What follows belongs to an exercise in optimizing a design on an open flow for small area, a short achievable clock period and few clock cycles; a production flow would make more cautious choices. In this exercise RTL edits were held to simulation tests only and were not proved equivalent to the original. No activity file was given, so power comes from the tool's default toggle rates.

Setup of before:
// sha1_byte_stream_digest
module sha1_byte_stream_digest
(
  input  logic      clk,
  input  logic      rst_n,
  input  logic      in_valid,
  output logic      in_ready,
  input  logic [8:0]  in_data,
  output logic      out_valid,
  input  logic      out_ready,
  output logic [36:0] out_data
);
For scale: roughly 3600 cells after synthesis, roughly 1100 flip-flops, ~52 I/O pins, about 48000 µm² of cells after synthesis.
export LEC_CHECK = 0
export CAP_MARGIN = 20
export CORE_MARGIN = 2
export CORE_UTILIZATION = 40
export SETUP_SLACK_MARGIN = 5
export SLEW_MARGIN = 20
create_clock -name core_clock -period 9.0 [get_ports {clk}]
run.sh (not shown) runs the stock make flow with config.mk's settings and CLKGATE_MAP_FILE= SYNTH_SCRIPT=/design/flow/synth_recipe.tcl, a recipe that flattens the netlist after the stock synthesis.
Testbench counts of before, summed over its fixed seeds: cycles 34,281.
Input changes introduced in after (baseline for comparison: before):
--- a/flow/design.v
+++ b/flow/design.v
@@ -109,19 +109,19 @@
   logic        plt16_r;         
   logic        drot_r;          
   logic        acc_r;           
   logic        inj_r;           
   logic [2:0]  ic_r;            
   logic        hwr_r;           
   logic        rfirst_r;        
   logic        rfinal_r;        
   logic [31:0] h_r [5];
-  logic [31:0] s_r;             
+  logic [31:0] iv_r;            
   logic [31:0] hr_r;            
   logic [4:0]  hsel_r;          
   logic        hcon_r;          
   logic        hprep_r;         
   logic        fin_inflight_r;  
   logic        oprep_r;         
   logic        out_busy_r;
   logic [2:0]  out_idx_r;
   logic        out_empty_r;
@@ -169,33 +169,39 @@
     end
     if (!p_lt16)                                     win_in = sched;
     else if (!pad_r || padfirst_r)                   win_in = pword;
     else if (lenok_r && p_is14)                      win_in = total_r[60:29];
     else if (lenok_r && p_is15)                      win_in = {total_r[28:0], 3'b000};
     else                                             win_in = 32'h0;
   end
   assign xadd = d_out;
   assign sum  = hr_r + xadd;
+  logic [2:0]  ic_nx;
+  logic        rf_nx;
+  logic [31:0] iv_n;
+  assign ic_nx = (!rst_n || r79_go) ? 3'd0 : ic_r + 3'd1;
+  assign rf_nx = !rst_n || (r79_go ? pfinal_r : rfinal_r);
   always_comb begin
-    if (rfinal_r) begin
-      unique case (ic_r)
-        3'd0:    inj_val = {H4_INIT[29:0], H4_INIT[31:30]};
-        3'd1:    inj_val = {H3_INIT[29:0], H3_INIT[31:30]};
-        3'd2:    inj_val = {H2_INIT[29:0], H2_INIT[31:30]};
-        3'd3:    inj_val = H1_INIT;
-        default: inj_val = H0_INIT;
+    if (rf_nx) begin
+      unique case (ic_nx)
+        3'd0:    iv_n = {H4_INIT[29:0], H4_INIT[31:30]};
+        3'd1:    iv_n = {H3_INIT[29:0], H3_INIT[31:30]};
+        3'd2:    iv_n = {H2_INIT[29:0], H2_INIT[31:30]};
+        3'd3:    iv_n = H1_INIT;
+        default: iv_n = H0_INIT;
       endcase
-    end else if (ic_r[2] || (ic_r == 3'd3)) begin
-      inj_val = s_r;
+    end else if (ic_nx[2] || (ic_nx == 3'd3)) begin
+      iv_n = sum;
     end else begin
-      inj_val = {s_r[29:0], s_r[31:30]};
+      iv_n = {sum[29:0], sum[31:30]};
     end
   end
+  assign inj_val = iv_r;
   always_comb begin
     hmux = '0;
     for (int i = 0; i < 5; i++)
       if (hsel_r[i]) hmux = hmux | (hcon_r ? H_INIT[32*i +: 32] : h_r[i]);
   end
   sha1bsd_core u_core (
     .clk     (clk),
     .push    (push_go),
     .win_in  (win_in),
@@ -209,19 +215,19 @@
     .d_out   (d_out)
   );
   always_ff @(posedge clk) begin
     for (int j = 0; j < 4; j++)
       if (in_ready && (bpos_r == j)) wb_r[j] <= in_data[7:0];
     if (inc_r) begin
       if (newm_r)      total_r <= 61'd1;
       else if (!sat_r) total_r <= total_r + 61'd1;
     end
-    s_r <= sum;
+    iv_r <= iv_n;
     if (r79_go)                                  h_r[4] <= sum;
     if (inj_r && hwr_r && (ic_r == 3'd0))        h_r[3] <= sum;
     if (inj_r && hwr_r && (ic_r == 3'd1))        h_r[2] <= sum;
     if (inj_r && hwr_r && (ic_r == 3'd2))        h_r[1] <= sum;
     if (inj_r && hwr_r && (ic_r == 3'd3))        h_r[0] <= sum;
     if (hr_load) hr_r <= hmux;
   end
   always_ff @(posedge clk) begin
     if (!rst_n) begin
--- outcome ---
Looking at sequential share of layout area, after sits above before. NOTE number of standard cells in the layout, taps in and fillers out before->after decreased slightly. Final weighted congestion in routability-driven placement (after vs. before) increases by a few percent. The combinational power in after sits about 4.4% above the value recorded for before. Wire: after routes less than before.
Testbench counts of after, summed over its fixed seeds: cycles 34,281.

[port drivers added, routing unchanged]
How much do the figures lean on ideal ports? The routed layouts below were timed once more, with nothing changed but the port constraints. Step 1 assumes that a clkbuf_16 drives the clock port and a buf_2 every other input. Step 2 also shifts input and output timing later by t, the mid clock arrival at the registers, as if the neighbouring blocks saw the same clock. Three values: no drivers, after step 1, after step 2; two values: the first two.
run	t, ns	setup slack, ns	slew at the worst register clock pin (ns)
before	0.756	4.816 / 4.816 / 4.816	0.07 / 0.07
after	0.765	5.094 / 5.094 / 4.721	0.07 / 0.07
After both steps every run listed still meets setup and hold. The setup slack of after, which loses most, moves by 0.000 ns with the drivers and by -0.373 ns with both steps.
